This is an optimization exercise on Yosys and OpenROAD, whose aim is small area, a short achievable clock period and few clock cycles, not a production implementation. Function was checked by simulation only, so behaviour that the tests miss may differ from the original. Power and IR drop assume default switching activity.

==> design/flow/design.v <==
package ejd_pkg;
  localparam int PENDING_DEPTH = 16;
  localparam int ACTIVE_DEPTH  = 16;
  localparam int ID_WIDTH      = 16;
  localparam int QUEUE_DEPTH   = 2;
  localparam int TYPE_W     = 32;
  localparam int DONE_W     = 16;
  localparam int JOB_ID_W   = 16;
  localparam int CMD_W      = 2;
  localparam int STATUS_W   = 3;
  localparam int OP_W       = 2;
  localparam int PEND_IDX_W = $clog2(PENDING_DEPTH);
  localparam int PEND_CNT_W = $clog2(PENDING_DEPTH + 1);
  localparam int ACT_IDX_W  = $clog2(ACTIVE_DEPTH);
  localparam int QPTR_W     = (QUEUE_DEPTH > 1) ? $clog2(QUEUE_DEPTH) : 1;
  localparam int QCNT_W     = $clog2(QUEUE_DEPTH + 1);
  localparam logic [CMD_W-1:0] CMD_SCHED = 2'd0;
  localparam logic [CMD_W-1:0] CMD_DISP  = 2'd1;
  localparam logic [CMD_W-1:0] CMD_DONE  = 2'd2;
  localparam logic [CMD_W-1:0] CMD_NOP   = 2'd3;
  localparam logic [OP_W-1:0] OP_SCHED = 2'd0;
  localparam logic [OP_W-1:0] OP_DISP  = 2'd1;
  localparam logic [OP_W-1:0] OP_DONE  = 2'd2;
  localparam logic [OP_W-1:0] OP_NOP   = 2'd3;
  localparam logic [STATUS_W-1:0] STAT_OK         = 3'd0;
  localparam logic [STATUS_W-1:0] STAT_DISABLED   = 3'd1;
  localparam logic [STATUS_W-1:0] STAT_FULL       = 3'd2;
  localparam logic [STATUS_W-1:0] STAT_NONE       = 3'd3;
  localparam logic [STATUS_W-1:0] STAT_NOT_ACTIVE = 3'd4;
  typedef struct packed {
    logic [CMD_W-1:0]  cmd;
    logic [TYPE_W-1:0] job_type;
    logic              exclusive;
    logic [DONE_W-1:0] done_id;
  } req_t;
  typedef struct packed {
    logic [STATUS_W-1:0] status;
    logic [JOB_ID_W-1:0] job_id;
    logic [TYPE_W-1:0]   out_type;
  } rsp_t;
  typedef struct packed {
    logic [OP_W-1:0]   op;
    logic [TYPE_W-1:0] job_type;
    logic              exclusive;
    logic [DONE_W-1:0] done_id;
  } op_t;
  typedef struct packed {
    logic              excl;
    logic [TYPE_W-1:0] jtype;
  } pend_type_t;
endpackage
module ejd_front (
  input  logic          push,
  output logic          full,
  input  ejd_pkg::req_t req,
  output logic          q_valid,
  output ejd_pkg::op_t  q_data,
  input  logic          q_ready
);
  assign full              = !q_ready;
  assign q_valid           = push;
  assign q_data.op         = req.cmd;
  assign q_data.job_type   = req.job_type;
  assign q_data.exclusive  = req.exclusive;
  assign q_data.done_id    = req.done_id;
endmodule
module ejd_back (
  input  logic          clk,
  input  logic          rst,
  input  logic          q_valid,
  input  ejd_pkg::op_t  q_data,
  output logic          q_ready,
  input  logic          cfg_valid,
  output logic          cfg_ready,
  input  logic          cfg_data,
  output logic          empty,
  input  logic          pop,
  output ejd_pkg::rsp_t rsp
);
  localparam int PD = ejd_pkg::PENDING_DEPTH;
  localparam int AD = ejd_pkg::ACTIVE_DEPTH;
  localparam int TW = ejd_pkg::TYPE_W;
  localparam int IW = ejd_pkg::ID_WIDTH;
  localparam int NO = PD * (PD - 1) / 2;
  logic                   enable;
  logic [IW-1:0]          next_id;
  logic                   out_valid;
  ejd_pkg::rsp_t          out_rsp;
  logic                   slow;       
  logic [IW-1:0]          slow_id;    
  logic [PD-1:0]          pv;
  logic [PD-1:0]          pex;
  logic [PD-1:0]          elig;       
  logic [PD-1:0]          maybe_hit;  
  logic [PD-1:0]          wrapped;    
  logic [PD-1:0][IW-1:0]  pid;
  logic [PD-1:0][TW-1:0]  pty;
  logic [NO-1:0]          older;      
  logic [NO-1:0]          peq;        
  logic [PD-1:0][AD-1:0]  mt;         
  logic [AD-1:0]          av;
  logic [AD-1:0][IW-1:0]  aid;
  logic [AD-1:0][TW-1:0]  aty;
  logic                   go;
  logic                   stall;
  logic                   commit;
  logic                   is_sched, is_disp, is_done;
  logic                   sched_go, disp_go, done_go, wrap_go;
  logic [PD-1:0]          pick;
  logic                   found;
  logic                   pick_wrapped;
  logic [IW-1:0]          pick_id;
  logic [TW-1:0]          pick_type;
  logic [IW-1:0]          look_id;
  logic [AD-1:0]          id_eq;
  logic [AD-1:0]          hitv;
  logic                   anyhit;
  logic [AD-1:0]          afree;
  logic                   anyfree;
  logic [AD-1:0]          slot;
  logic                   disp_ok;
  logic                   done_ok;
  logic [AD-1:0]          kill;
  logic [PD-1:0]          pfree;
  logic                   pfull;
  logic                   sched_ok;
  logic [AD-1:0]          newrow;
  logic [PD-1:0]          newpeq;
  logic [PD-1:0]          newcol;
  logic                   new_blk;
  logic [PD-1:0]          elig_nx;
  logic [IW-1:0]          id_inc;
  ejd_pkg::rsp_t          res;
  assign cfg_ready = 1'b1;
  assign empty     = !out_valid;
  assign rsp       = out_rsp;
  assign id_inc    = next_id + 1'b1;
  assign is_sched  = (q_data.op == ejd_pkg::OP_SCHED);
  assign is_disp   = (q_data.op == ejd_pkg::OP_DISP);
  assign is_done   = (q_data.op == ejd_pkg::OP_DONE);
  assign stall     = !slow && |(elig & maybe_hit);
  assign q_ready   = (!out_valid || pop) && !stall;
  assign commit    = q_valid && q_ready;
  always_comb begin
    for (int i = 0; i < PD; i++) begin
      logic beat;
      beat = 1'b0;
      for (int k = 0; k < PD; k++) begin
        if (k < i) begin
          beat = beat | (elig[k] && older[k * (2 * PD - k - 1) / 2 + (i - k - 1)]);
        end else if (k > i) begin
          beat = beat | (elig[k] && !older[i * (2 * PD - i - 1) / 2 + (k - i - 1)]);
        end
      end
      pick[i] = elig[i] && !beat;
    end
    found = |elig;
  end
  always_comb begin
    pick_id      = '0;
    pick_type    = '0;
    pick_wrapped = 1'b0;
    for (int i = 0; i < PD; i++) begin
      pick_id      = pick_id   | (pid[i] & {IW{pick[i]}});
      pick_type    = pick_type | (pty[i] & {TW{pick[i]}});
      pick_wrapped = pick_wrapped | (pick[i] && wrapped[i]);
    end
  end
  always_comb begin
    if (is_done) begin
      look_id = q_data.done_id;
    end else if (is_disp) begin
      look_id = slow_id;
    end else begin
      look_id = next_id;
    end
    for (int j = 0; j < AD; j++) begin
      id_eq[j] = av[j] && (aid[j] == look_id);
    end
  end
  always_comb begin
    logic seen;
    seen = 1'b0;
    for (int j = 0; j < AD; j++) begin
      afree[j] = !av[j] && !seen;
      seen     = seen | !av[j];
    end
    anyfree = !(&av);
    hitv    = slow ? id_eq : '0;
    anyhit  = |hitv;
    slot    = anyhit ? hitv : afree;
    disp_ok = found && (anyhit || anyfree);
  end
  assign done_ok = (q_data.done_id != '0) && |id_eq;
  always_comb begin
    logic seen;
    seen = 1'b0;
    for (int i = 0; i < PD; i++) begin
      pfree[i] = !pv[i] && !seen;
      seen     = seen | !pv[i];
    end
    pfull    = &pv;
    sched_ok = enable && !pfull;
  end
  assign sched_go = commit && is_sched && sched_ok;
  assign disp_go  = commit && is_disp && disp_ok;
  assign done_go  = commit && is_done && done_ok;
  assign wrap_go  = sched_go && (id_inc == '0);
  always_comb begin
    for (int j = 0; j < AD; j++) begin
      newrow[j] = (q_data.job_type == aty[j]);
    end
    new_blk = |(newrow & av);
    for (int i = 0; i < PD; i++) begin
      newpeq[i] = (q_data.job_type == pty[i]);
    end
    for (int i = 0; i < PD; i++) begin
      logic c;
      c = 1'b0;
      for (int p = 0; p < PD; p++) begin
        if (p < i) begin
          c = c | (pick[p] && peq[p * (2 * PD - p - 1) / 2 + (i - p - 1)]);
        end else if (p > i) begin
          c = c | (pick[p] && peq[i * (2 * PD - i - 1) / 2 + (p - i - 1)]);
        end
      end
      newcol[i] = c;
    end
  end
  always_comb begin
    kill = '0;
    if (done_go) begin
      kill = id_eq;
    end else if (disp_go) begin
      kill = hitv;
    end
    for (int i = 0; i < PD; i++) begin
      if (sched_go && pfree[i]) begin
        elig_nx[i] = !(q_data.exclusive && new_blk);
      end else if (disp_go && pick[i]) begin
        elig_nx[i] = 1'b0;
      end else begin
        elig_nx[i] = pv[i] && !(pex[i] && (|(mt[i] & av & ~kill) || (disp_go && newcol[i])));
      end
    end
  end
  always_comb begin
    res = '0;
    unique case (q_data.op)
      ejd_pkg::OP_SCHED: begin
        if (!enable) begin
          res.status = ejd_pkg::STAT_DISABLED;
        end else if (pfull) begin
          res.status = ejd_pkg::STAT_FULL;
        end else begin
          res.status = ejd_pkg::STAT_OK;
          res.job_id = next_id;
        end
      end
      ejd_pkg::OP_DISP: begin
        if (disp_ok) begin
          res.status   = ejd_pkg::STAT_OK;
          res.job_id   = pick_id;
          res.out_type = pick_type;
        end else begin
          res.status = ejd_pkg::STAT_NONE;
        end
      end
      ejd_pkg::OP_DONE: begin
        res.status = done_ok ? ejd_pkg::STAT_OK : ejd_pkg::STAT_NOT_ACTIVE;
      end
      default: begin
        res.status = ejd_pkg::STAT_OK;
      end
    endcase
  end
  always_ff @(posedge clk) begin
    if (rst) begin
      enable    <= 1'b0;
      next_id   <= IW'(1);
      out_valid <= 1'b0;
      slow      <= 1'b0;
      pv        <= '0;
      elig      <= '0;
      av        <= '0;
    end else begin
      if (cfg_valid) begin
        enable <= cfg_data;
      end
      if (commit) begin
        out_valid <= 1'b1;
      end else if (pop) begin
        out_valid <= 1'b0;
      end
      if (stall) begin
        slow <= 1'b1;
      end else if (commit) begin
        slow <= 1'b0;
      end
      if (commit) begin
        elig <= elig_nx;
      end
      if (sched_go) begin
        pv      <= pv | pfree;
        next_id <= (id_inc == '0) ? IW'(1) : id_inc;
      end
      if (disp_go) begin
        pv <= pv & ~pick;
        av <= av | slot;
      end
      if (done_go) begin
        av <= av & ~id_eq;
      end
    end
  end
  always_ff @(posedge clk) begin
    if (commit) begin
      out_rsp <= res;
    end
    if (stall) begin
      slow_id <= pick_id;
    end
    if (wrap_go) begin
      wrapped <= wrapped | pv;
    end
    if (sched_go) begin
      for (int i = 0; i < PD; i++) begin
        if (pfree[i]) begin
          pid[i]       <= next_id;
          pex[i]       <= q_data.exclusive;
          pty[i]       <= q_data.job_type;
          mt[i]        <= newrow;
          maybe_hit[i] <= |id_eq;
          wrapped[i]   <= wrap_go;
        end
      end
      for (int a = 0; a < PD; a++) begin
        for (int b = a + 1; b < PD; b++) begin
          if (pfree[b]) begin
            older[a * (2 * PD - a - 1) / 2 + (b - a - 1)] <= 1'b1;
            peq[a * (2 * PD - a - 1) / 2 + (b - a - 1)]   <= newpeq[a];
          end
          if (pfree[a]) begin
            older[a * (2 * PD - a - 1) / 2 + (b - a - 1)] <= 1'b0;
            peq[a * (2 * PD - a - 1) / 2 + (b - a - 1)]   <= newpeq[b];
          end
        end
      end
    end
    if (disp_go) begin
      for (int i = 0; i < PD; i++) begin
        if (pick_wrapped || wrapped[i]) begin
          maybe_hit[i] <= 1'b1;
        end
      end
      for (int j = 0; j < AD; j++) begin
        if (slot[j]) begin
          aid[j] <= pick_id;
          aty[j] <= pick_type;
          for (int i = 0; i < PD; i++) begin
            mt[i][j] <= newcol[i];
          end
        end
      end
    end
  end
endmodule
module exclusive_type_job_dispatcher_top (
  input  logic          clk,
  input  logic          rst,
  input  logic          push,
  output logic          full,
  input  ejd_pkg::req_t req,
  output logic          empty,
  input  logic          pop,
  output ejd_pkg::rsp_t rsp,
  input  logic          cfg_valid,
  output logic          cfg_ready,
  input  logic          cfg_data
);
  logic         q_valid;
  ejd_pkg::op_t q_data;
  logic         q_ready;
  ejd_front u_front (
    .push    (push),
    .full    (full),
    .req     (req),
    .q_valid (q_valid),
    .q_data  (q_data),
    .q_ready (q_ready)
  );
  ejd_back u_back (
    .clk       (clk),
    .rst       (rst),
    .q_valid   (q_valid),
    .q_data    (q_data),
    .q_ready   (q_ready),
    .cfg_valid (cfg_valid),
    .cfg_ready (cfg_ready),
    .cfg_data  (cfg_data),
    .empty     (empty),
    .pop       (pop),
    .rsp       (rsp)
  );
endmodule
==> design/flow/run.sh <==
#!/bin/bash
# synth_recipe.tcl (not shown) runs the flow's synth.tcl, then flattens the netlist and writes it again
# the make line also repeats each setting of config.mk as NAME=value (left out here)
make -C /OpenROAD-flow-scripts/flow DESIGN_CONFIG=/design/flow/config.mk WORK_HOME=/design/flow/orfs CLKGATE_MAP_FILE= SYNTH_SCRIPT=/design/flow/synth_recipe.tcl finish
==> design/flow/config.mk <==
export PLATFORM = sky130hd
export DESIGN_NAME = exclusive_type_job_dispatcher_top
export DESIGN_NICKNAME = exclusive_type_job_dispatcher_top
export VERILOG_FILES = /design/flow/design.v
export SDC_FILE = /design/flow/constraint.sdc
export NUM_CORES = 4
export LEC_CHECK = 0
export CAP_MARGIN = 20
export CORE_MARGIN = 2
export CORE_UTILIZATION = 45
export PLACE_DENSITY = 0.6
export SLEW_MARGIN = 20
==> design/flow/constraint.sdc <==
create_clock -name core_clock -period 7.0 [get_ports {clk}]
set_input_delay 1.4000 -clock core_clock [delete_from_list [all_inputs] [get_ports {clk}]]
set_output_delay 1.4000 -clock core_clock [all_outputs]
set_load 0.01 [all_outputs]
==> results of run 1 <==
==> cell families after synthesis <==
group | Yosys count | share of synthesized area (%)
multiplexers | 124 | 1.27
flip-flops | 2214 | 63.4
AO/OA/AOI/OAI | 1575 | 11.5
AND/OR/NAND/NOR | 1792 | 9.68
other | 1 | 0.00378
buffers and inverters | 693 | 2.86
adder cells (fa/ha/maj) | 1 | 0.0126
XOR/XNOR | 1271 | 11.2
==> worst max-delay path, delay by kind of cell <==
| kind | cells | cell delay, ns |
|---|---|---|
| AO/OA/AOI/OAI | 7 | 2.79 |
| XOR/XNOR | 2 | 0.37 |
| buffers and inverters | 4 | 1.20 |
| AND/OR/NAND/NOR | 4 | 0.78 |
==> registers in the layout, indices dropped and copies added, names as in the netlist, 51 cells and up <==
name,flops
u_back.aty,512
u_back.pty,512
u_back.aid,256
u_back.mt,256
u_back.pid,256
u_back.older,120
u_back.peq,120
u_back.out_rsp,51
==> worst max path at each step <==
| stage | endpoint | depth (start not counted) | startpoint |
|---|---|---|---|
| 2_1_floorplan | u_back.aid[100] | 17 | req[50] |
| 3_3_place_gp | u_back.elig[12] | 17 | req[49] |
| 3_5_place_dp | u_back.elig[12] | 18 | req[49] |
| 4_1_cts | u_back.elig[12] | 17 | req[49] |
| 5_1_grt | u_back.elig[6] | 16 | req[50] |
| 6_report | u_back.elig[8] | 17 | req[49] |
==> layout make-up <==
class | instances | area, um2 | share of cell area (%)
diodes | 12 | 30.0 | 0.0267
well taps | 2871 | 3590 | 3.19
flip-flops and latches | 2214 | 62900 | 55.9
multi-input cells | 4764 | 33800 | 30.0
clock buffers | 308 | 6210 | 5.52
clock inverters | 115 | 1150 | 1.02
inverters | 116 | 458 | 0.407
repair buffers | 497 | 4400 | 3.91
==> layer usage <==
metal  track usage, %  wire (um)  up-vias
met5                0        345        -
met4             21.2      29900       16
met3             10.2      55900     1354
met2             54.8     183000     6189
met1             48.0     153000    37400
li1                 -          -    29600
==> stage by stage <==
stage / instance area [um2] / utilization [%]
after global placement: 105000 / 47.9
after CTS: 113000 / 51.3
after floorplan: 99300 / -
after global routing: 113000 / 51.3
after detailed placement: 105000 / 47.9
final: 113000 / 51.3
==> layout by cell type (no fill, tap or decap), types with 204 or more instances in the layout <==
cell type and instances:
sky130_fd_sc_hd__a22oi_1 412, sky130_fd_sc_hd__buf_4 380, sky130_fd_sc_hd__o21ai_0 204, sky130_fd_sc_hd__edfxtp_1 1859, sky130_fd_sc_hd__xor2_1 767, sky130_fd_sc_hd__a21oi_1 275, sky130_fd_sc_hd__nand4_1 342, sky130_fd_sc_hd__nand2_1 504
sky130_fd_sc_hd__xnor2_1 502, sky130_fd_sc_hd__dfxtp_1 354, sky130_fd_sc_hd__clkbuf_16 228
==> power groups by stage <==
stage	Combinational (W)	Sequential (W)	Clock [W]
after global placement	0.00295	0.0150	0
final	0.00306	0.0147	0.0122
after detailed placement	0.00295	0.0150	0
after global routing	0.00307	0.0147	0.0128
after CTS	0.00296	0.0147	0.0122
after floorplan	0.00129	0.0150	0
==> results_tabular.tex, run 1 <==
\begin{tabular}{lr}
\hline
Metric & Value \\
\hline
\multicolumn{2}{l}{\textbf{Placed design}} \\
\quad IO buf count & 109 \\
\quad Post-DP HPWL & 272 mm \\
\quad Setup slack after placement & 0.477 ns \\
\quad DP Cell Count & 10500 \\
\quad Final RePlAce weighted congestion & 1.06 \\
\multicolumn{2}{l}{\textbf{Power}} \\
\quad Clock network fraction of total power & 40.7\% \\
\quad LEAKAGE & 36.9 nW \\
\quad Switching power & 0.00781 W \\
\quad Pwr Total & 0.0300 W \\
\quad Internal power & 0.0222 W \\
\quad Logic pwr share & 10.2\% \\
\quad Pwr dens & 267 nW/um2 \\
\quad Share of total power consumed by net switching & 26.0\% \\
\quad Worst vdd ir & 0.267 mV \\
\quad Fraction of power consumed by sequential logic & 49.1\% \\
\multicolumn{2}{l}{\textbf{Layout}} \\
\quad Net count reported at finish & 7878 \\
\quad Filler instances & 18700 \\
\quad Area growth syn-to-layout & 13.4\% \\
\quad Final cell count without fillers & 10900 \\
\quad Fraction of final layout cells with drive strength greater than 1 & 11.3\% \\
\multicolumn{2}{l}{\textbf{Drt}} \\
\quad Vias after detailed routing & 74500 \\
\quad Detailed Routing Iterations Pass 1 & 9 \\
\quad DRC violations left & 0 \\
\quad Detailed router's first-iteration violation count & 14000 \\
\quad Final ANT Viol Nets & 0 \\
\quad Average via count per standard cell & 6.84 \\
\quad Drt total wl & 422 mm \\
\quad Avg WL per Cell & 38.7 um \\
\multicolumn{2}{l}{\textbf{Setup path}} \\
\quad Worst reg2reg path endpoint & u\_back.elig[12] \\
\quad Data required time at the worst endpoint & 7.82 ns \\
\quad Library cell appearing most often on the critical path & sky130\_fd\_sc\_hd\_\_buf\_4 \\
\quad Worst Path Class, Setup & in -> reg \\
\quad Critical path fanouts, max & 21 \\
\quad Largest incremental delay on the critical path & 0.79 ns \\
\quad R2r worst-path depth & 15 \\
\quad Kind of start point of the critical path & primary input \\
\quad Start of the worst register-to-register path & u\_back.pv[1] \\
\quad Setup slack of the worst register-to-register path & 1.30 ns \\
\quad Crit end category & flop \\
\quad WP data arrival & 6.59 ns \\
\quad Cell breakdown of the critical path & buf\_2 > buf\_4 > xor2\_2 > o221ai\_2 > buf\_4 > xor2\_1 > nand4\_1 > nor4\_4 > buf\_4 > nor2b\_2 > a222oi\_1 > nand3\_1 > a2111oi\_1 > o2111ai\_1 > a2111oi\_0 > o21ai\_1 > a21oi\_1 \\
\quad Critical-path cell with the highest stage delay & sky130\_fd\_sc\_hd\_\_o221ai\_2 \\
\multicolumn{2}{l}{\textbf{Job}} \\
\quad Number of max-cap violations & 0 \\
\multicolumn{2}{l}{\textbf{Clocking}} \\
\quad Root Buffer Master & sky130\_fd\_sc\_hd\_\_clkbuf\_16 \\
\quad Number of clock sinks & 2214 \\
\quad CTS tree & done \\
\quad Post-CTS setup buffer count & 0 \\
\quad CTS clock-pin slew for the worst setup and hold paths & 0.06 ns \\
\quad Post-cts sizing count & 0 \\
\quad CTS hold repair buffers & 0 \\
\quad Buffers from clock root to sink, at most & 3 \\
\quad Clock latency of the later-clocked register in the worst-skew pair & 0.92 ns \\
\quad H-tree levels & 4 \\
\quad Number of clock buffers inserted by TritonCTS & 227 \\
\multicolumn{2}{l}{\textbf{Synth}} \\
\quad Number of unique standard cell types used by synthesis & 95 \\
\quad Top post-synthesis cells by count & sky130\_fd\_sc\_hd\_\_edfxtp\_1, sky130\_fd\_sc\_hd\_\_xor2\_1, sky130\_fd\_sc\_hd\_\_nand2\_1 \\
\quad Count of synthesis-stage warnings from yosys & 1 \\
\quad Seq cells post-synth & 2214 \\
\quad Area share of the largest cell type after synthesis & 56.2\% \\
\quad Syn nets & 7729 \\
\quad Number of enable flip-flop cells after synthesis & 1859 \\
\quad Most instantiated library cell after synthesis & sky130\_fd\_sc\_hd\_\_edfxtp\_1 \\
\quad Number of cells produced by synthesis & 7671 \\
\quad Asr flop ratio synth & 0\% \\
\quad Dominant cell type by area after synthesis & sky130\_fd\_sc\_hd\_\_edfxtp\_1 \\
\quad Largest cells by area after synthesis & sky130\_fd\_sc\_hd\_\_edfxtp\_1, sky130\_fd\_sc\_hd\_\_dfxtp\_1, sky130\_fd\_sc\_hd\_\_xor2\_1, sky130\_fd\_sc\_hd\_\_xnor2\_1, sky130\_fd\_sc\_hd\_\_a22oi\_1 \\
\quad Average cell area after synthesis & 12.9 um2 \\
\quad Dominant register cell in the synthesized netlist & sky130\_fd\_sc\_hd\_\_edfxtp\_1 \\
\quad Post-synthesis sequential area ratio & 63.4\% \\
\quad Post-Syn Area & 99300 um2 \\
\multicolumn{2}{l}{\textbf{STA}} \\
\quad Final worst-path setup slack & 1.24 ns \\
\quad Final cycle utilization of the critical path & 82.3\% \\
\quad Number of endpoints failing setup at the final stage & 0 \\
\quad Setup TNS & 0 ns \\
\quad Final worst hold slack & 0.480 ns \\
\quad Max-slew violation count & 0 \\
\quad Max Clock Skew & 0.0441 ns \\
\quad Measured slew at the worst slew-check pin & 1.36 ns \\
\quad RSZ-0062 raised after global routing & no \\
\quad Worst rel slew slack & 8.50\% \\
\quad Achievable frequency & 173 MHz \\
\quad Hold Vio Cnt, Final & 0 \\
\quad Fin crit period & 5.76 ns \\
\multicolumn{2}{l}{\textbf{Hold path}} \\
\quad Start point of the worst hold path & u\_back.wrapped[14] \\
\quad Worst hold-check path type & reg -> reg \\
\quad Hold Crit Endpoint & u\_back.wrapped[14] \\
\quad Hold Crit Depth & 2 \\
\multicolumn{2}{l}{\textbf{Floorplanning}} \\
\quad Die footprint & 224000 um2 \\
\quad Die boundary width & 474 um \\
\quad Io pins & 111 \\
\quad Initial standard-cell utilization of the core & 45.2\% \\
\quad FP Rows & 172 \\
\quad Vertical die dimension & 474 um \\
\quad Area of the placeable core & 220000 um2 \\
\multicolumn{2}{l}{\textbf{Global routing}} \\
\quad Overflow left after global routing & 0 \\
\quad Largest net degree at the start of global routing & 82 \\
\quad Initial antenna violation count & 25 \\
\quad First-pass GRT wire length & 574 mm \\
\quad Via count of the first global-routing pass & 69500 \\
\quad GRT Resource Usage Total & 36.7\% \\
\multicolumn{2}{l}{\textbf{Status}} \\
\quad Run status & no timing/DRC/antenna violations \\
\hline
\end{tabular}
Testbench counts, summed over its fixed seeds: cycles 8,008.
==> run 2, diff against run 1 <==
--- a/design/flow/design.v
+++ b/design/flow/design.v
@@ -85,8 +85,13 @@
   logic                   enable;
   logic [IW-1:0]          next_id;
-  logic                   out_valid;
+  logic                   out_valid;   
   ejd_pkg::rsp_t          out_rsp;
+  logic                   sk_valid;    
+  ejd_pkg::rsp_t          sk_rsp;
+  logic                   busy;        
+  logic                   st2;        
   logic                   slow;       
   logic [IW-1:0]          slow_id;    
+  logic [AD-1:0]          slow_hit;   
   logic [PD-1:0]          pv;
   logic [PD-1:0]          pex;
@@ -102,6 +107,8 @@
   logic [AD-1:0][IW-1:0]  aid;
   logic [AD-1:0][TW-1:0]  aty;
-  logic                   go;
   logic                   stall;
+  logic                   stall_nx;
+  logic                   slow_nx;
+  logic                   sk_nx;
   logic                   commit;
   logic                   is_sched, is_disp, is_done;
@@ -139,7 +146,6 @@
   assign is_disp   = (q_data.op == ejd_pkg::OP_DISP);
   assign is_done   = (q_data.op == ejd_pkg::OP_DONE);
-  assign stall     = !slow && |(elig & maybe_hit);
-  assign q_ready   = (!out_valid || pop) && !stall;
-  assign commit    = q_valid && q_ready;
+  assign q_ready   = !busy;
+  assign commit    = q_valid && !busy;
   always_comb begin
     for (int i = 0; i < PD; i++) begin
@@ -168,8 +174,8 @@
   end
   always_comb begin
-    if (is_done) begin
-      look_id = q_data.done_id;
-    end else if (is_disp) begin
+    if (st2) begin
       look_id = slow_id;
+    end else if (is_done) begin
+      look_id = q_data.done_id;
     end else begin
       look_id = next_id;
@@ -187,5 +193,5 @@
     end
     anyfree = !(&av);
-    hitv    = slow ? id_eq : '0;
+    hitv    = slow ? slow_hit : '0;
     anyhit  = |hitv;
     slot    = anyhit ? hitv : afree;
@@ -241,5 +247,5 @@
         elig_nx[i] = 1'b0;
       end else begin
-        elig_nx[i] = pv[i] && !(pex[i] && (|(mt[i] & av & ~kill) || (disp_go && newcol[i])));
+        elig_nx[i] = pv[i] && !(pex[i] && |(mt[i] & av & ~kill)) && !(pex[i] && disp_go && newcol[i]);
       end
     end
@@ -275,4 +281,18 @@
     endcase
   end
+  always_comb begin
+    if (st2) begin
+      slow_nx = 1'b1;
+    end else if (commit) begin
+      slow_nx = 1'b0;
+    end else begin
+      slow_nx = slow;
+    end
+    stall_nx = !stall && !st2 && !slow_nx && (
+                 |((elig | ((done_go || (disp_go && anyhit)) ? pv : '0)) & maybe_hit) ||
+                 (sched_go && |id_eq) ||
+                 (disp_go && |(pv & wrapped)));
+    sk_nx = (commit && out_valid && !pop) || (sk_valid && !pop);
+  end
   always_ff @(posedge clk) begin
     if (rst) begin
@@ -280,4 +300,8 @@
       next_id   <= IW'(1);
       out_valid <= 1'b0;
+      sk_valid  <= 1'b0;
+      stall     <= 1'b0;
+      st2       <= 1'b0;
+      busy      <= 1'b0;
       slow      <= 1'b0;
       pv        <= '0;
@@ -288,14 +312,14 @@
         enable <= cfg_data;
       end
-      if (commit) begin
+      if (commit || sk_valid) begin
         out_valid <= 1'b1;
       end else if (pop) begin
         out_valid <= 1'b0;
       end
-      if (stall) begin
-        slow <= 1'b1;
-      end else if (commit) begin
-        slow <= 1'b0;
-      end
+      sk_valid <= sk_nx;
+      slow     <= slow_nx;
+      stall    <= stall_nx;
+      st2      <= stall;
+      busy     <= stall_nx || stall || sk_nx;
       if (commit) begin
         elig <= elig_nx;
@@ -315,34 +339,51 @@
   end
   always_ff @(posedge clk) begin
-    if (commit) begin
+    if (sk_valid) begin
+      if (pop) begin
+        out_rsp <= sk_rsp;
+      end
+    end else if (commit && (!out_valid || pop)) begin
       out_rsp <= res;
     end
+    if (commit && out_valid && !pop) begin
+      sk_rsp <= res;
+    end
     if (stall) begin
       slow_id <= pick_id;
     end
+    if (st2) begin
+      slow_hit <= id_eq;
+    end
     if (wrap_go) begin
       wrapped <= wrapped | pv;
     end
-    if (sched_go) begin
-      for (int i = 0; i < PD; i++) begin
-        if (pfree[i]) begin
-          pid[i]       <= next_id;
-          pex[i]       <= q_data.exclusive;
-          pty[i]       <= q_data.job_type;
-          mt[i]        <= newrow;
-          maybe_hit[i] <= |id_eq;
-          wrapped[i]   <= wrap_go;
+    for (int i = 0; i < PD; i++) begin
+      if (pfree[i]) begin
+        pid[i]       <= next_id;
+        pex[i]       <= q_data.exclusive;
+        pty[i]       <= q_data.job_type;
+        mt[i]        <= newrow;
+        maybe_hit[i] <= |id_eq;
+        wrapped[i]   <= wrap_go;
+      end
+    end
+    for (int a = 0; a < PD; a++) begin
+      for (int b = a + 1; b < PD; b++) begin
+        if (pfree[b]) begin
+          older[a * (2 * PD - a - 1) / 2 + (b - a - 1)] <= 1'b1;
+          peq[a * (2 * PD - a - 1) / 2 + (b - a - 1)]   <= newpeq[a];
+        end
+        if (pfree[a]) begin
+          older[a * (2 * PD - a - 1) / 2 + (b - a - 1)] <= 1'b0;
+          peq[a * (2 * PD - a - 1) / 2 + (b - a - 1)]   <= newpeq[b];
         end
       end
-      for (int a = 0; a < PD; a++) begin
-        for (int b = a + 1; b < PD; b++) begin
-          if (pfree[b]) begin
-            older[a * (2 * PD - a - 1) / 2 + (b - a - 1)] <= 1'b1;
-            peq[a * (2 * PD - a - 1) / 2 + (b - a - 1)]   <= newpeq[a];
-          end
-          if (pfree[a]) begin
-            older[a * (2 * PD - a - 1) / 2 + (b - a - 1)] <= 1'b0;
-            peq[a * (2 * PD - a - 1) / 2 + (b - a - 1)]   <= newpeq[b];
-          end
+    end
+    for (int j = 0; j < AD; j++) begin
+      if (afree[j] || (disp_go && hitv[j])) begin
+        aid[j] <= pick_id;
+        aty[j] <= pick_type;
+        for (int i = 0; i < PD; i++) begin
+          mt[i][j] <= newcol[i];
         end
       end
@@ -354,13 +395,4 @@
         end
       end
-      for (int j = 0; j < AD; j++) begin
-        if (slot[j]) begin
-          aid[j] <= pick_id;
-          aty[j] <= pick_type;
-          for (int i = 0; i < PD; i++) begin
-            mt[i][j] <= newcol[i];
-          end
-        end
-      end
     end
   end
--- a/design/flow/config.mk
+++ b/design/flow/config.mk
@@ -10,3 +10,5 @@
 export CORE_UTILIZATION = 45
 export PLACE_DENSITY = 0.6
+export SETUP_SLACK_MARGIN = 4.0
 export SLEW_MARGIN = 20
+export TNS_END_PERCENT = 5
==> results_tabular.tex, run 2 <==
\begin{tabular}{lr}
\hline
Metric & Value \\
\hline
\multicolumn{2}{l}{\textbf{Drt}} \\
\quad Average via count per standard cell & 6.59 (-3.7\%) \\
\quad Final ANT Viol Nets & 0 (unchanged) \\
\quad DRC violations left & 0 (unchanged) \\
\quad Drt total wl & 423 mm (+0.22\%) \\
\quad Detailed Routing Iterations Pass 1 & 10 (+1) \\
\quad Vias after detailed routing & 75500 (+1.3\%) \\
\quad Avg WL per Cell & 36.9 um (-4.7\%) \\
\quad Detailed router's first-iteration violation count & 14100 (+0.71\%) \\
\multicolumn{2}{l}{\textbf{STA}} \\
\quad Achievable frequency & 250 MHz (+44\%) \\
\quad Worst rel slew slack & 25.4\% (+17 points) \\
\quad Max Clock Skew & 0.0613 ns (+0.0172 ns) \\
\quad Number of endpoints failing setup at the final stage & 0 (unchanged) \\
\quad RSZ-0062 raised after global routing & yes \\
\quad Max-slew violation count & 0 (unchanged) \\
\quad Hold Vio Cnt, Final & 0 (unchanged) \\
\quad Setup TNS & 0 ns (unchanged) \\
\quad Measured slew at the worst slew-check pin & 1.12 ns (-0.243 ns) \\
\quad Final cycle utilization of the critical path & 57.0\% (-25 points) \\
\quad Fin crit period & 3.99 ns (-1.77 ns) \\
\multicolumn{2}{l}{\textbf{Hold path}} \\
\quad Worst hold-check path type & reg -> reg \\
\multicolumn{2}{l}{\textbf{Setup path}} \\
\quad Cell breakdown of the critical path & buf\_4 > buf\_8 > xnor2\_1 > nand4\_1 > nor4\_4 > nand2\_1 > o21ai\_0 \\
\quad Cell depth of the worst setup path & 7 (-10) \\
\quad Largest incremental delay on the critical path & 0.90 ns (+0.11 ns) \\
\quad Crit end category & flop \\
\quad Worst reg2reg path endpoint & u\_back.aty[109] \\
\quad Kind of start point of the critical path & primary input \\
\quad Worst Path Class, Setup & in -> reg \\
\quad R2r worst-path depth & 10 (-5) \\
\quad WP data arrival & 4.70 ns (-1.89 ns) \\
\quad Data required time at the worst endpoint & 7.71 ns (-0.11 ns) \\
\quad Critical-path cell with the highest stage delay & sky130\_fd\_sc\_hd\_\_nor4\_4 \\
\quad Setup slack of the worst register-to-register path & 3.12 ns (+1.82 ns) \\
\quad Start of the worst register-to-register path & u\_back.elig[1] \\
\quad Top cell family by delay on the critical path & simple AND/OR/NAND/NOR gates \\
\quad Critical path fanouts, max & 36 (+71\%) \\
\quad Destination of the critical timing path & u\_back.peq[55] \\
\quad Number of buffers and inverters on the critical path & 2 (-2) \\
\quad Crit. Startpoint & req[41] \\
\multicolumn{2}{l}{\textbf{Status}} \\
\quad Run status & no timing/DRC/antenna violations \\
\multicolumn{2}{l}{\textbf{Global routing}} \\
\quad Via count of the first global-routing pass & 70300 (+1.1\%) \\
\quad Largest net degree at the start of global routing & 81 (-1.2\%) \\
\quad GRT Resource Usage Total & 35.3\% (-1.4 points) \\
\quad First-pass GRT wire length & 567 mm (-1.1\%) \\
\quad Overflow left after global routing & 0 (unchanged) \\
\quad Initial antenna violation count & 18 (-28\%) \\
\multicolumn{2}{l}{\textbf{Synth}} \\
\quad Largest cells by area after synthesis & sky130\_fd\_sc\_hd\_\_edfxtp\_1, sky130\_fd\_sc\_hd\_\_xnor2\_1, sky130\_fd\_sc\_hd\_\_xor2\_1, sky130\_fd\_sc\_hd\_\_dfxtp\_1, sky130\_fd\_sc\_hd\_\_a22oi\_1 \\
\quad Asr flop ratio synth & 0\% (unchanged) \\
\quad Post-synthesis sequential area ratio & 65.5\% (+2.1 points) \\
\quad Number of enable flip-flop cells after synthesis & 2078 (+12\%) \\
\quad Count of synthesis-stage warnings from yosys & 1 (unchanged) \\
\quad Number of cells produced by synthesis & 7820 (+1.9\%) \\
\quad Dominant register cell in the synthesized netlist & sky130\_fd\_sc\_hd\_\_edfxtp\_1 \\
\quad Post-Syn Area & 102000 um2 (+2.4\%) \\
\quad Dominant cell type by area after synthesis & sky130\_fd\_sc\_hd\_\_edfxtp\_1 \\
\quad Syn nets & 7878 (+1.9\%) \\
\quad Number of unique standard cell types used by synthesis & 105 (+11\%) \\
\quad Top post-synthesis cells by count & sky130\_fd\_sc\_hd\_\_edfxtp\_1, sky130\_fd\_sc\_hd\_\_xnor2\_1, sky130\_fd\_sc\_hd\_\_nand2\_1 \\
\quad Area share of the largest cell type after synthesis & 61.4\% (+5.2 points) \\
\quad Average cell area after synthesis & 13.0 um2 (+0.41\%) \\
\quad Most instantiated library cell after synthesis & sky130\_fd\_sc\_hd\_\_edfxtp\_1 \\
\quad Seq cells post-synth & 2285 (+3.2\%) \\
\multicolumn{2}{l}{\textbf{Floorplanning}} \\
\quad FP Rows & 174 (+1.2\%) \\
\quad Io pins & 111 (unchanged) \\
\quad Die footprint & 230000 um2 (+2.3\%) \\
\quad Initial standard-cell utilization of the core & 45.2\% (about the same) \\
\quad Area of the placeable core & 225000 um2 (+2.4\%) \\
\quad Die boundary width & 479 um (+1.2\%) \\
\quad Vertical die dimension & 479 um (+1.2\%) \\
\multicolumn{2}{l}{\textbf{Placed design}} \\
\quad Final RePlAce weighted congestion & 1.05 (-1.6\%) \\
\quad Post-DP HPWL & 251 mm (-7.5\%) \\
\quad IO buf count & 109 (unchanged) \\
\quad DP Cell Count & 10600 (+1.3\%) \\
\multicolumn{2}{l}{\textbf{Layout}} \\
\quad Net count reported at finish & 8314 (+5.5\%) \\
\quad Registers with the most flip-flops & u\_back.aty x512, u\_back.pty x512 \\
\quad Leading cell types in the layout, fill and taps excluded & sky130\_fd\_sc\_hd\_\_edfxtp\_1, sky130\_fd\_sc\_hd\_\_xnor2\_1, sky130\_fd\_sc\_hd\_\_nand2\_1 \\
\quad Final cell count without fillers & 11500 (+5.2\%) \\
\quad Fraction of final layout cells with drive strength greater than 1 & 19.2\% (+7.8 points) \\
\quad Area growth syn-to-layout & 20.3\% \\
\quad Most frequent standard cell in the layout excluding fill and tap cells & sky130\_fd\_sc\_hd\_\_edfxtp\_1 \\
\multicolumn{2}{l}{\textbf{Clocking}} \\
\quad Root Buffer Master & sky130\_fd\_sc\_hd\_\_clkbuf\_16 \\
\quad CTS tree & done \\
\quad CTS clock-pin slew for the worst setup and hold paths & 0.06 ns (about the same) \\
\quad Clock latency of the later-clocked register in the worst-skew pair & 0.93 ns (about the same) \\
\quad Buffers from clock root to sink, at most & 3 (unchanged) \\
\quad CTS hold repair buffers & 0 (unchanged) \\
\quad H-tree levels & 4 (unchanged) \\
\quad Number of clock buffers inserted by TritonCTS & 238 (+4.8\%) \\
\quad Number of clock sinks & 2285 (+3.2\%) \\
\multicolumn{2}{l}{\textbf{Power}} \\
\quad Pwr dens & 310 nW/um2 (+16\%) \\
\quad LEAKAGE & 42.5 nW (+15\%) \\
\quad Worst vdd ir & 0.321 mV (+20\%) \\
\multicolumn{2}{l}{\textbf{Job}} \\
\quad Number of max-cap violations & 0 (unchanged) \\
\hline
\end{tabular}
[run 2: what timing repair did]
item | 4_1_cts | 5_1_grt
setup buffers | 279 | 69
pin swaps | 189 | 90
setup endpoints to repair | 3246 | 3154
resized for setup | 807 | 206
cloned | 37 | 22
[run 2: layer usage]
| metal | track usage [%] | part of all wire [%] |
|---|---|---|
| met5 | 0 | 0.014 |
| met4 | 20.9 | 7.4 |
| met3 | 9.59 | 14 |
| met2 | 52.6 | 43 |
| met1 | 46.3 | 36 |
[run 2: worst min-delay path: cells and delay by family (launching register included)]
| family | cells | cell delay (ns) |
|---|---|---|
| flip-flops | 1 | 0.32 |
| AND/OR/NAND/NOR | 2 | 0.11 |
[run 2: report_power, final]
part	switching [W]	leakage, nW	internal (W)
Clock	0.00559	3.71	0.00699
Combinational	0.00616	17.8	0.00240
Sequential	0.000326	21.0	0.0164
Total	0.0121	42.5	0.0258
[run 2: worst min-delay path by stage]
stage / slack [ns] / depth (start not counted) / to / startpoint
floorplan: 0.43 / 2 / u_back.older[1] / u_back.older[1]
global placement: 0.44 / 2 / u_back.older[1] / u_back.older[1]
detailed placement: 0.45 / 2 / u_back.older[1] / u_back.older[1]
CTS: 0.46 / 2 / u_back.older[1] / u_back.older[1]
global route: 0.48 / 2 / u_back.older[1] / u_back.older[1]
finish: 0.47 / 2 / u_back.older[1] / u_back.older[1]
[run 2: cell type report]
cell class,count,area (um2)
clock inverter,136,1220
sequential,2285,66600
multi-input combinational,4832,34900
fill,18500,102000
timing repair buffer,754,8420
clock buffer,312,6370
tap,2992,3740
inverter,136,817
timing repair inverter,9,82.6
antenna,7,17.5
[run 2: metrics by stage]
| stage | hold WS [ns] | setup slack (ns) | total power (W) | cell area (um2) | util, % |
|---|---|---|---|---|---|
| floorplan | 0.431 | 2.88 | 0.0199 | 102000 | - |
| global placement | 0.442 | 0.640 | 0.0237 | 106000 | 47.4 |
| detailed placement | 0.452 | 0.737 | 0.0238 | 106000 | 47.4 |
| CTS | 0.462 | 3.25 | 0.0373 | 120000 | 53.6 |
| global route | 0.482 | 3.02 | 0.0384 | 122000 | 54.4 |
| finish | 0.474 | 3.01 | 0.0378 | 122000 | 54.4 |
[run 2: cell families (layout without fill, tap and decap cells)]
kind of cell | after synthesis | after routing | synth area share [%]
buffers and inverters | 717 | 1347 | 3.09
other | 1 | 8 | 0.00369
multiplexers | 21 | 21 | 0.229
adder cells (fa/ha/maj) | 1 | 1 | 0.0123
XOR/XNOR | 1289 | 1289 | 11.1
AND/OR/NAND/NOR | 2088 | 2093 | 10.1
AO/OA/AOI/OAI | 1418 | 1427 | 9.96
flip-flops | 2285 | 2285 | 65.5
Testbench counts of run 2, summed over its fixed seeds: cycles 8,008.
==> run 3, diff against run 2 <==
--- a/design/flow/design.v
+++ b/design/flow/design.v
@@ -94,4 +94,5 @@
   logic [IW-1:0]          slow_id;    
   logic [AD-1:0]          slow_hit;   
+  logic                   slow_any;   
   logic [PD-1:0]          pv;
   logic [PD-1:0]          pex;
@@ -123,5 +124,6 @@
   logic [AD-1:0]          hitv;
   logic                   anyhit;
-  logic [AD-1:0]          afree;
+  logic [AD-1:0]          afree;      
+  logic [AD-1:0]          afree_nx;
   logic                   anyfree;
   logic [AD-1:0]          slot;
@@ -129,5 +131,6 @@
   logic                   done_ok;
   logic [AD-1:0]          kill;
-  logic [PD-1:0]          pfree;
+  logic [PD-1:0]          pfree;      
+  logic [PD-1:0]          pfree_nx;
   logic                   pfull;
   logic                   sched_ok;
@@ -186,26 +189,35 @@
   end
   always_comb begin
-    logic seen;
-    seen = 1'b0;
-    for (int j = 0; j < AD; j++) begin
-      afree[j] = !av[j] && !seen;
-      seen     = seen | !av[j];
-    end
     anyfree = !(&av);
     hitv    = slow ? slow_hit : '0;
-    anyhit  = |hitv;
+    anyhit  = slow && slow_any;
     slot    = anyhit ? hitv : afree;
     disp_ok = found && (anyhit || anyfree);
   end
   assign done_ok = (q_data.done_id != '0) && |id_eq;
+  assign pfull    = &pv;
+  assign sched_ok = enable && !pfull;
   always_comb begin
-    logic seen;
+    logic [PD-1:0] pu;
+    logic [AD-1:0] au;
+    logic          seen;
+    pu   = pv | pfree;
     seen = 1'b0;
     for (int i = 0; i < PD; i++) begin
-      pfree[i] = !pv[i] && !seen;
-      seen     = seen | !pv[i];
+      pfree_nx[i] = !pu[i] && !seen;
+      seen        = seen | !pu[i];
+    end
+    if (!sched_go) begin
+      pfree_nx = (disp_go && pfull) ? pick : pfree;
+    end
+    au   = av | afree;
+    seen = 1'b0;
+    for (int j = 0; j < AD; j++) begin
+      afree_nx[j] = !au[j] && !seen;
+      seen        = seen | !au[j];
+    end
+    if (!(disp_go && !anyhit)) begin
+      afree_nx = (done_go && !anyfree) ? id_eq : afree;
     end
-    pfull    = &pv;
-    sched_ok = enable && !pfull;
   end
   assign sched_go = commit && is_sched && sched_ok;
@@ -308,4 +320,6 @@
       elig      <= '0;
       av        <= '0;
+      pfree     <= PD'(1);
+      afree     <= AD'(1);
     end else begin
       if (cfg_valid) begin
@@ -325,4 +339,6 @@
         elig <= elig_nx;
       end
+      pfree <= pfree_nx;
+      afree <= afree_nx;
       if (sched_go) begin
         pv      <= pv | pfree;
@@ -354,4 +370,5 @@
     if (st2) begin
       slow_hit <= id_eq;
+      slow_any <= |id_eq;
     end
     if (wrap_go) begin
@@ -381,5 +398,5 @@
     end
     for (int j = 0; j < AD; j++) begin
-      if (afree[j] || (disp_go && hitv[j])) begin
+      if (afree[j] || (hitv[j] && commit && is_disp && found)) begin
         aid[j] <= pick_id;
         aty[j] <= pick_type;
--- a/design/flow/config.mk
+++ b/design/flow/config.mk
@@ -8,6 +8,6 @@
 export CAP_MARGIN = 20
 export CORE_MARGIN = 2
-export CORE_UTILIZATION = 45
-export PLACE_DENSITY = 0.6
+export CORE_UTILIZATION = 55
+export PLACE_DENSITY = 0.65
 export SETUP_SLACK_MARGIN = 4.0
 export SLEW_MARGIN = 20
==> results_tabular.tex, run 3 <==
\begin{tabular}{lr}
\hline
Metric & Value \\
\hline
\multicolumn{2}{l}{\textbf{Synth}} \\
\quad Area share of the largest cell type after synthesis & 60.2\% (-1.2 points) \\
\quad Dominant cell type by area after synthesis & sky130\_fd\_sc\_hd\_\_edfxtp\_1 \\
\quad Seq cells post-synth & 2318 (+1.4\%) \\
\quad Number of enable flip-flop cells after synthesis & 2079 (+0.048\%) \\
\quad Count of synthesis-stage warnings from yosys & 1 (unchanged) \\
\quad Average cell area after synthesis & 13.0 um2 (+0.36\%) \\
\quad Asr flop ratio synth & 0\% (unchanged) \\
\quad Post-Syn Area & 104000 um2 (+2.1\%) \\
\quad Number of unique standard cell types used by synthesis & 89 (-15\%) \\
\quad Dominant register cell in the synthesized netlist & sky130\_fd\_sc\_hd\_\_edfxtp\_1 \\
\quad Largest cells by area after synthesis & sky130\_fd\_sc\_hd\_\_edfxtp\_1, sky130\_fd\_sc\_hd\_\_xor2\_1, sky130\_fd\_sc\_hd\_\_dfxtp\_1, sky130\_fd\_sc\_hd\_\_a22oi\_1, sky130\_fd\_sc\_hd\_\_nor4\_1 \\
\quad Syn nets & 8013 (+1.7\%) \\
\quad Number of cells produced by synthesis & 7955 (+1.7\%) \\
\quad Most instantiated library cell after synthesis & sky130\_fd\_sc\_hd\_\_edfxtp\_1 \\
\quad Top post-synthesis cells by count & sky130\_fd\_sc\_hd\_\_edfxtp\_1, sky130\_fd\_sc\_hd\_\_xor2\_1, sky130\_fd\_sc\_hd\_\_a22oi\_1 \\
\quad Post-synthesis sequential area ratio & 64.8\% (-0.70 points) \\
\multicolumn{2}{l}{\textbf{Placed design}} \\
\quad Final RePlAce weighted congestion & 0.976 (-6.7\%) \\
\quad Post-DP HPWL & 242 mm (-3.8\%) \\
\quad Setup slack after placement & 0.782 ns (+0.0447 ns) \\
\quad IO buf count & 109 (unchanged) \\
\quad DP Cell Count & 10300 (-3.2\%) \\
\multicolumn{2}{l}{\textbf{Clocking}} \\
\quad CTS hold repair buffers & 0 (unchanged) \\
\quad Number of clock buffers inserted by TritonCTS & 236 (-0.84\%) \\
\quad CTS tree & done \\
\quad H-tree levels & 4 (unchanged) \\
\quad Root Buffer Master & sky130\_fd\_sc\_hd\_\_clkbuf\_16 \\
\quad Clock latency of the later-clocked register in the worst-skew pair & 0.90 ns (-0.03 ns) \\
\quad Number of clock sinks & 2318 (+1.4\%) \\
\quad Buffers from clock root to sink, at most & 3 (unchanged) \\
\quad CTS clock-pin slew for the worst setup and hold paths & 0.06 ns (about the same) \\
\multicolumn{2}{l}{\textbf{Setup path}} \\
\quad WP data arrival & 4.46 ns (-0.24 ns) \\
\quad Start of the worst register-to-register path & u\_back.elig[12] \\
\quad Setup slack of the worst register-to-register path & 2.96 ns (-0.16 ns) \\
\quad Worst Path Class, Setup & reg -> reg \\
\quad R2r worst-path depth & 12 (+2) \\
\quad Critical path fanouts, max & 34 (-5.6\%) \\
\quad Data required time at the worst endpoint & 7.42 ns (-0.29 ns) \\
\quad Worst reg2reg path endpoint & u\_back.aty[381] \\
\quad Crit end category & flop \\
\quad Kind of start point of the critical path & flop \\
\multicolumn{2}{l}{\textbf{Drt}} \\
\quad Detailed Routing Iterations Pass 1 & 9 (-1) \\
\quad Final ANT Viol Nets & 0 (unchanged) \\
\quad Detailed router's first-iteration violation count & 14700 (+4.3\%) \\
\quad Avg WL per Cell & 36.8 um (-0.28\%) \\
\quad DRC violations left & 0 (unchanged) \\
\quad Vias after detailed routing & 75700 (+0.22\%) \\
\quad Drt total wl & 406 mm (-4.1\%) \\
\quad Average via count per standard cell & 6.86 (+4.2\%) \\
\multicolumn{2}{l}{\textbf{Floorplanning}} \\
\quad Initial standard-cell utilization of the core & 55.3\% (+10 points) \\
\quad Die boundary width & 438 um (-8.5\%) \\
\quad Area of the placeable core & 188000 um2 (-17\%) \\
\quad Die footprint & 192000 um2 (-16\%) \\
\quad FP Rows & 159 (-8.6\%) \\
\quad Vertical die dimension & 438 um (-8.5\%) \\
\quad Io pins & 111 (unchanged) \\
\multicolumn{2}{l}{\textbf{Power}} \\
\quad LEAKAGE & 46.0 nW (+8.3\%) \\
\quad Pwr dens & 238 nW/um2 (-23\%) \\
\quad Worst vdd ir & 0.260 mV (-19\%) \\
\multicolumn{2}{l}{\textbf{STA}} \\
\quad Worst rel slew slack & 16.7\% (-8.7 points) \\
\quad Final worst-path setup slack & 2.96 ns (-0.0513 ns) \\
\quad Fin crit period & 4.04 ns (+0.0513 ns) \\
\quad Max Clock Skew & 0.0487 ns (-0.0125 ns) \\
\quad Hold Vio Cnt, Final & 0 (unchanged) \\
\quad Achievable frequency & 247 MHz (-1.3\%) \\
\quad Max-slew violation count & 0 (unchanged) \\
\quad Number of endpoints failing setup at the final stage & 0 (unchanged) \\
\quad Measured slew at the worst slew-check pin & 1.24 ns (+0.123 ns) \\
\quad Final cycle utilization of the critical path & 57.8\% (+0.73 points) \\
\quad Setup TNS & 0 ns (unchanged) \\
\quad RSZ-0062 raised after global routing & yes \\
\multicolumn{2}{l}{\textbf{Global routing}} \\
\quad Via count of the first global-routing pass & 70200 (-0.10\%) \\
\quad Overflow left after global routing & 0 (unchanged) \\
\quad First-pass GRT wire length & 550 mm (-3.1\%) \\
\quad Initial antenna violation count & 14 (-4) \\
\quad GRT Resource Usage Total & 40.8\% (+5.4 points) \\
\quad Largest net degree at the start of global routing & 114 (+41\%) \\
\multicolumn{2}{l}{\textbf{Hold path}} \\
\quad Hold Crit Depth & 2 (unchanged) \\
\quad Worst hold-check path type & reg -> reg \\
\quad Hold Crit Endpoint & u\_back.older[23] \\
\quad Start point of the worst hold path & u\_back.older[23] \\
\multicolumn{2}{l}{\textbf{Status}} \\
\quad Run status & no timing/DRC/antenna violations \\
\multicolumn{2}{l}{\textbf{Layout}} \\
\quad Net count reported at finish & 8371 (+0.69\%) \\
\quad Final cell count without fillers & 11000 (-3.8\%) \\
\quad Area growth syn-to-layout & 18.7\% \\
\quad Fraction of final layout cells with drive strength greater than 1 & 18.6\% (-0.54 points) \\
\quad Leading cell types in the layout, fill and taps excluded & sky130\_fd\_sc\_hd\_\_edfxtp\_1, sky130\_fd\_sc\_hd\_\_xor2\_1, sky130\_fd\_sc\_hd\_\_a22oi\_1 \\
\quad Most frequent standard cell in the layout excluding fill and tap cells & sky130\_fd\_sc\_hd\_\_edfxtp\_1 \\
\quad Registers with the most flip-flops & u\_back.aty x512, u\_back.pty x512 \\
\multicolumn{2}{l}{\textbf{Job}} \\
\quad Number of max-cap violations & 0 (unchanged) \\
\hline
\end{tabular}
## run 3: cell types whose count changed in the layout (fill, tap and decap cells not counted), moves of 31 or more
| cell | change |
|---|---|
| sky130_fd_sc_hd__o21ai_0 | -102 |
| sky130_fd_sc_hd__nor4_1 | +101 |
| sky130_fd_sc_hd__nand3_1 | -32 |
| sky130_fd_sc_hd__nand2b_1 | +261 |
| sky130_fd_sc_hd__xnor2_1 | -639 |
| sky130_fd_sc_hd__a21o_1 | +123 |
| sky130_fd_sc_hd__a21oi_1 | +53 |
| sky130_fd_sc_hd__a22oi_1 | -40 |
| sky130_fd_sc_hd__nand4_1 | -119 |
| sky130_fd_sc_hd__nand2_1 | -243 |
| sky130_fd_sc_hd__xor2_1 | +666 |
| sky130_fd_sc_hd__a222oi_1 | -31 |
| sky130_fd_sc_hd__a221oi_1 | +35 |
| sky130_fd_sc_hd__or2_2 | +115 |
## run 3: how the worst max path moves through the flow
stage	startpoint	to	slack, ns
after floorplan	req[50]	u_back.elig[4]	2.75
after global placement	req[49]	u_back.elig[4]	0.87
after detailed placement	req[49]	u_back.elig[4]	0.78
after CTS	req[3]	u_back.elig[4]	3.07
after global routing	req[50]	u_back.elig[15]	2.91
final	u_back.elig[12]	u_back.aty[381]	2.96
## run 3: power breakdown
group	internal [W]	switching [W]
Sequential	0.0150	0.0000837
Combinational	0.000424	0.000846
Clock	0.00731	0.00561
## run 3: repair_timing
action / 4_1_cts / 5_1_grt
pin swaps: 132 / 80
setup buffers: 199 / 74
cloned: 22 / 11
setup endpoints to repair: 2579 / 2428
gates resized for setup: 592 / 220
## run 3: worst max-delay path, stage by stage, from the launching register on
cell and delay (ns):
sky130_fd_sc_hd__dfxtp_2 0.34, sky130_fd_sc_hd__buf_12 0.15, sky130_fd_sc_hd__clkinvlp_4 0.18, sky130_fd_sc_hd__buf_4 0.18, sky130_fd_sc_hd__o211ai_1 0.30, sky130_fd_sc_hd__nor4_4 0.11, sky130_fd_sc_hd__bufbuf_16 0.35, sky130_fd_sc_hd__a22o_1 0.24
sky130_fd_sc_hd__a221oi_1 0.49, sky130_fd_sc_hd__nand3_1 0.14, sky130_fd_sc_hd__nor2_1 0.18, sky130_fd_sc_hd__buf_4 0.27, sky130_fd_sc_hd__clkinvlp_4 0.57
## run 3: per-layer routing
metal  vias up  track usage (%)  share of wire [%]
li1      30400                -                  -
met1     37700             54.8                 36
met2      6300             59.9                 43
met3      1303             10.4                 13
met4         2             24.3                7.4
met5         -                0             0.0032
## run 3: metrics by stage
stage | hold slack, ns | cell area, um2 | power [W] | util [%]
finish | 0.484 | 123000 | 0.0293 | 65.7
global route | 0.498 | 123000 | 0.0299 | 65.6
CTS | 0.481 | 121000 | 0.0292 | 64.5
detailed placement | 0.472 | 108000 | 0.0165 | 57.7
global placement | 0.459 | 108000 | 0.0164 | 57.7
floorplan | 0.437 | 104000 | 0.0160 | -
## run 3: logic make-up (layout without fill, tap and decap cells)
kind of cell | after synthesis | after routing | share of synthesized area [%]
flops | 2318 | 2318 | 64.8
xor+xnor | 1298 | 1298 | 11.0
other cells | 1 | 12 | 0.00362
simple gates | 2151 | 2153 | 10.8
compound gates | 1461 | 1462 | 10.3
buf+inv | 690 | 1255 | 2.72
fa+ha+maj | 1 | 1 | 0.0121
mux | 35 | 35 | 0.361
## run 3: final cells by class
class / instances / area [um2]
inverters: 101 / 479
clock buffers: 316 / 6470
fillers: 13600 / 64400
multi-input cells: 4950 / 36400
well taps: 2495 / 3120
clock inverters: 132 / 1390
repair buffers: 706 / 7930
diodes: 11 / 27.5
flip-flops and latches: 2318 / 67300
Testbench counts of run 3, summed over its fixed seeds: cycles 8,008.
==> run 4, diff against run 3 <==
--- a/design/flow/design.v
+++ b/design/flow/design.v
@@ -87,6 +87,4 @@
   logic                   out_valid;   
   ejd_pkg::rsp_t          out_rsp;
-  logic                   sk_valid;    
-  ejd_pkg::rsp_t          sk_rsp;
   logic                   busy;        
   logic                   st2;        
@@ -111,5 +109,4 @@
   logic                   stall_nx;
   logic                   slow_nx;
-  logic                   sk_nx;
   logic                   commit;
   logic                   is_sched, is_disp, is_done;
@@ -121,5 +118,6 @@
   logic [TW-1:0]          pick_type;
   logic [IW-1:0]          look_id;
-  logic [AD-1:0]          id_eq;
+  logic [AD-1:0]          id_eq;      
+  logic [AD-1:0]          dhit;       
   logic [AD-1:0]          hitv;
   logic                   anyhit;
@@ -149,6 +147,6 @@
   assign is_disp   = (q_data.op == ejd_pkg::OP_DISP);
   assign is_done   = (q_data.op == ejd_pkg::OP_DONE);
-  assign q_ready   = !busy;
-  assign commit    = q_valid && !busy;
+  assign q_ready   = (!out_valid || pop) && !busy;
+  assign commit    = q_valid && q_ready;
   always_comb begin
     for (int i = 0; i < PD; i++) begin
@@ -177,13 +175,8 @@
   end
   always_comb begin
-    if (st2) begin
-      look_id = slow_id;
-    end else if (is_done) begin
-      look_id = q_data.done_id;
-    end else begin
-      look_id = next_id;
-    end
+    look_id = st2 ? slow_id : next_id;
     for (int j = 0; j < AD; j++) begin
       id_eq[j] = av[j] && (aid[j] == look_id);
+      dhit[j]  = av[j] && (aid[j] == q_data.done_id);
     end
   end
@@ -195,5 +188,5 @@
     disp_ok = found && (anyhit || anyfree);
   end
-  assign done_ok = (q_data.done_id != '0) && |id_eq;
+  assign done_ok = (q_data.done_id != '0) && |dhit;
   assign pfull    = &pv;
   assign sched_ok = enable && !pfull;
@@ -218,5 +211,5 @@
     end
     if (!(disp_go && !anyhit)) begin
-      afree_nx = (done_go && !anyfree) ? id_eq : afree;
+      afree_nx = (done_go && !anyfree) ? dhit : afree;
     end
   end
@@ -249,5 +242,5 @@
     kill = '0;
     if (done_go) begin
-      kill = id_eq;
+      kill = dhit;
     end else if (disp_go) begin
       kill = hitv;
@@ -305,5 +298,4 @@
                  (sched_go && |id_eq) ||
                  (disp_go && |(pv & wrapped)));
-    sk_nx = (commit && out_valid && !pop) || (sk_valid && !pop);
   end
   always_ff @(posedge clk) begin
@@ -312,5 +304,4 @@
       next_id   <= IW'(1);
       out_valid <= 1'b0;
-      sk_valid  <= 1'b0;
       stall     <= 1'b0;
       st2       <= 1'b0;
@@ -326,14 +317,13 @@
         enable <= cfg_data;
       end
-      if (commit || sk_valid) begin
+      if (commit) begin
         out_valid <= 1'b1;
       end else if (pop) begin
         out_valid <= 1'b0;
       end
-      sk_valid <= sk_nx;
       slow     <= slow_nx;
       stall    <= stall_nx;
       st2      <= stall;
-      busy     <= stall_nx || stall || sk_nx;
+      busy     <= stall_nx || stall;
       if (commit) begin
         elig <= elig_nx;
@@ -350,19 +340,12 @@
       end
       if (done_go) begin
-        av <= av & ~id_eq;
+        av <= av & ~dhit;
       end
     end
   end
   always_ff @(posedge clk) begin
-    if (sk_valid) begin
-      if (pop) begin
-        out_rsp <= sk_rsp;
-      end
-    end else if (commit && (!out_valid || pop)) begin
+    if (commit) begin
       out_rsp <= res;
     end
-    if (commit && out_valid && !pop) begin
-      sk_rsp <= res;
-    end
     if (stall) begin
       slow_id <= pick_id;
==> results_tabular.tex, run 4 <==
\begin{tabular}{lr}
\hline
Metric & Value \\
\hline
\multicolumn{2}{l}{\textbf{Status}} \\
\quad Run status & no timing/DRC/antenna violations \\
\multicolumn{2}{l}{\textbf{Clocking}} \\
\quad Root Buffer Master & sky130\_fd\_sc\_hd\_\_clkbuf\_16 \\
\quad H-tree levels & 4 (unchanged) \\
\quad Number of clock buffers inserted by TritonCTS & 230 (-2.5\%) \\
\quad Number of clock sinks & 2266 (-2.2\%) \\
\multicolumn{2}{l}{\textbf{Setup path}} \\
\quad Largest incremental delay on the critical path & 0.60 ns (+0.03 ns) \\
\quad WP data arrival & 4.45 ns (about the same) \\
\quad Destination of the critical timing path & u\_back.elig[8] \\
\quad Kind of start point of the critical path & flop \\
\quad Data required time at the worst endpoint & 7.79 ns (+0.37 ns) \\
\quad Start of the worst register-to-register path & u\_back.elig[8] \\
\quad Crit end category & flop \\
\quad Cell depth of the worst setup path & 14 (+2) \\
\quad Number of buffers and inverters on the critical path & 5 (-1) \\
\quad Critical-path cell with the highest stage delay & sky130\_fd\_sc\_hd\_\_a222oi\_1 \\
\quad R2r worst-path depth & 14 (+2) \\
\multicolumn{2}{l}{\textbf{Placed design}} \\
\quad IO buf count & 109 (unchanged) \\
\quad DP Cell Count & 10500 (+1.8\%) \\
\quad Total placed instance area & 109000 um2 (+0.57\%) \\
\multicolumn{2}{l}{\textbf{Synth}} \\
\quad Number of enable flip-flop cells after synthesis & 2028 (-2.5\%) \\
\quad Post-Syn Area & 104000 um2 (+0.71\%) \\
\quad Top post-synthesis cells by count & sky130\_fd\_sc\_hd\_\_edfxtp\_1, sky130\_fd\_sc\_hd\_\_xnor2\_1, sky130\_fd\_sc\_hd\_\_xor2\_1 \\
\quad Count of synthesis-stage warnings from yosys & 1 (unchanged) \\
\quad Area share of the largest cell type after synthesis & 58.3\% (-1.9 points) \\
\quad Largest cells by area after synthesis & sky130\_fd\_sc\_hd\_\_edfxtp\_1, sky130\_fd\_sc\_hd\_\_xnor2\_1, sky130\_fd\_sc\_hd\_\_xor2\_1, sky130\_fd\_sc\_hd\_\_dfxtp\_1, sky130\_fd\_sc\_hd\_\_a22oi\_1 \\
\quad Most instantiated library cell after synthesis & sky130\_fd\_sc\_hd\_\_edfxtp\_1 \\
\quad Seq cells post-synth & 2266 (-2.2\%) \\
\multicolumn{2}{l}{\textbf{Drt}} \\
\quad Drt total wl & 443 mm (+9.1\%) \\
\quad Detailed Routing Iterations Pass 1 & 10 (+1) \\
\quad Vias after detailed routing & 79200 (+4.7\%) \\
\quad Avg WL per Cell & 38.9 um (+5.9\%) \\
\quad Detailed router's first-iteration violation count & 15500 (+5.6\%) \\
\quad Final ANT Viol Nets & 0 (unchanged) \\
\multicolumn{2}{l}{\textbf{STA}} \\
\quad Number of endpoints failing setup at the final stage & 0 (unchanged) \\
\quad Hold Vio Cnt, Final & 0 (unchanged) \\
\quad Max Clock Skew & 0.0482 ns (-0.000516 ns) \\
\quad Final worst hold slack & 0.449 ns (-0.0345 ns) \\
\quad Fin crit period & 3.66 ns (-0.388 ns) \\
\multicolumn{2}{l}{\textbf{Floorplanning}} \\
\quad Vertical die dimension & 440 um (+0.35\%) \\
\multicolumn{2}{l}{\textbf{Power}} \\
\quad Pwr dens & 323 nW/um2 (+36\%) \\
\quad Worst vdd ir & 0.320 mV (+23\%) \\
\multicolumn{2}{l}{\textbf{Hold path}} \\
\quad Start point of the worst hold path & u\_back.pex[3] \\
\multicolumn{2}{l}{\textbf{Global routing}} \\
\quad Via count of the first global-routing pass & 72800 (+3.7\%) \\
\quad First-pass GRT wire length & 582 mm (+5.9\%) \\
\quad Overflow left after global routing & 0 (unchanged) \\
\multicolumn{2}{l}{\textbf{Layout}} \\
\quad Final cell count without fillers & 11400 (+3.0\%) \\
\quad Fraction of final layout cells with drive strength greater than 1 & 20.8\% (+2.2 points) \\
\quad Filler instances & 13600 (-0.30\%) \\
\quad Area growth syn-to-layout & 21.4\% \\
\hline
\end{tabular}
run 4: cell types whose count changed after synthesis, sizes merged, moves of 51 or more:
cell    before   now
nor4       363   267
xnor2      112   887
nand2      460   394
a22oi      501   443
nand4      174   332
buf        165   332
edfxtp    2079  2028
clkbuf     424   285
xor2      1186   655
run 4: report_power, final:
part	internal [W]	switching, W
Combinational	0.00340	0.00766
Clock	0.00707	0.00546
Sequential	0.0168	0.000567
Total	0.0273	0.0137
run 4: cell families after synthesis:
family | share of synthesized area, %
buffers and inverters | 3.03
XOR/XNOR | 12.9
other | 0.00359
adder cells (fa/ha/maj) | 0.0120
flip-flops | 62.9
AO/OA/AOI/OAI | 9.46
multiplexers | 0.577
AND/OR/NAND/NOR | 11.1
run 4: worst min path at each step:
| stage | endpoint | slack [ns] | cells past startpoint |
|---|---|---|---|
| 2_1_floorplan | u_back.elig[15] | 0.42 | 1 |
| 3_3_place_gp | u_back.elig[3] | 0.43 | 1 |
| 3_5_place_dp | u_back.elig[5] | 0.44 | 1 |
| 4_1_cts | u_back.elig[3] | 0.44 | 1 |
| 5_1_grt | u_back.elig[1] | 0.46 | 1 |
| 6_report | u_back.elig[3] | 0.45 | 1 |
run 4: worst reg2reg max path: cells and delay by family, from the launching register on:
kind | cells | cell delay [ns]
AND/OR/NAND/NOR | 4 | 0.77
AO/OA/AOI/OAI | 5 | 1.61
flip-flops | 1 | 0.36
buffers and inverters | 5 | 0.82
run 4: what timing repair did:
| item | in CTS | in global routing |
|---|---|---|
| resized for setup | 787 | 399 |
| endpoints found under the hold margin | 0 | 0 |
| endpoints found under the setup margin | 2500 | 2149 |
| pin swaps | 174 | 138 |
| gates cloned | 34 | 22 |
| hold buffers | 0 | 0 |
| setup buffers | 289 | 129 |
run 4: layer usage:
layer,global-route usage [%],vias up,routed length (um)
met2,63.8,6966,188000
met1,58.3,39500,157000
met5,0,-,156
met4,26.0,16,33100
met3,10.9,1440,64600
li1,-,31300,-
run 4: cell type report:
| cell class | instances | area [um2] | share of cell area, % |
|---|---|---|---|
| Sequential cell | 2266 | 65800 | 51.9 |
| Multi-Input combinational cell | 5187 | 39400 | 31.1 |
| Timing Repair Buffer | 896 | 10400 | 8.23 |
| Clock buffer | 296 | 6270 | 4.95 |
| Tap cell | 2495 | 3120 | 2.46 |
| Clock inverter | 128 | 1270 | 0.999 |
| Inverter | 71 | 383 | 0.302 |
| Timing Repair inverter | 9 | 65.1 | 0.0513 |
| Antenna cell | 15 | 37.5 | 0.0296 |
run 4: through the flow:
stage,util [%],setup slack (ns),power (W)
4_1_cts,65.4,3.44,0.0396
6_report,67.4,3.34,0.0410
2_1_floorplan,-,2.97,0.0210
5_1_grt,67.4,3.31,0.0414
3_5_place_dp,57.9,0.372,0.0262
3_3_place_gp,57.8,0.382,0.0261
Testbench counts of run 4, summed over its fixed seeds: cycles 8,008.

==> port drivers added, routing unchanged <==
How much do the figures lean on ideal ports? The routed layouts below were timed once more, with nothing changed but the port constraints.
Step 1 assumes that a clkbuf_16 drives the clock port and a buf_2 every other input.
Step 2 also shifts input and output timing later by t, the mid clock arrival at the registers, as if the neighbouring blocks saw the same clock.
Three values: no drivers, after step 1, after step 2; two values: the first two.
run | t (ns) | slack for setup (ns) | worst hold slack (ns)
run 1 | 0.994 | 1.236 / 1.303 / 0.309 | 0.480 / 0.480 / 0.480
run 2 | 0.988 | 3.007 / 3.079 / 2.090 | 0.474 / 0.474 / 0.474
run 3 | 0.974 | 2.955 / 2.955 / 2.046 | 0.484 / 0.484 / 0.484
run 4 | 0.970 | 3.343 / 3.317 / 2.346 | 0.449 / 0.449 / 0.449
After both steps setup and hold are still met in every run listed. For run 4, which loses most, drivers alone change the setup slack by -0.026 ns; drivers and shift together by -0.997 ns.
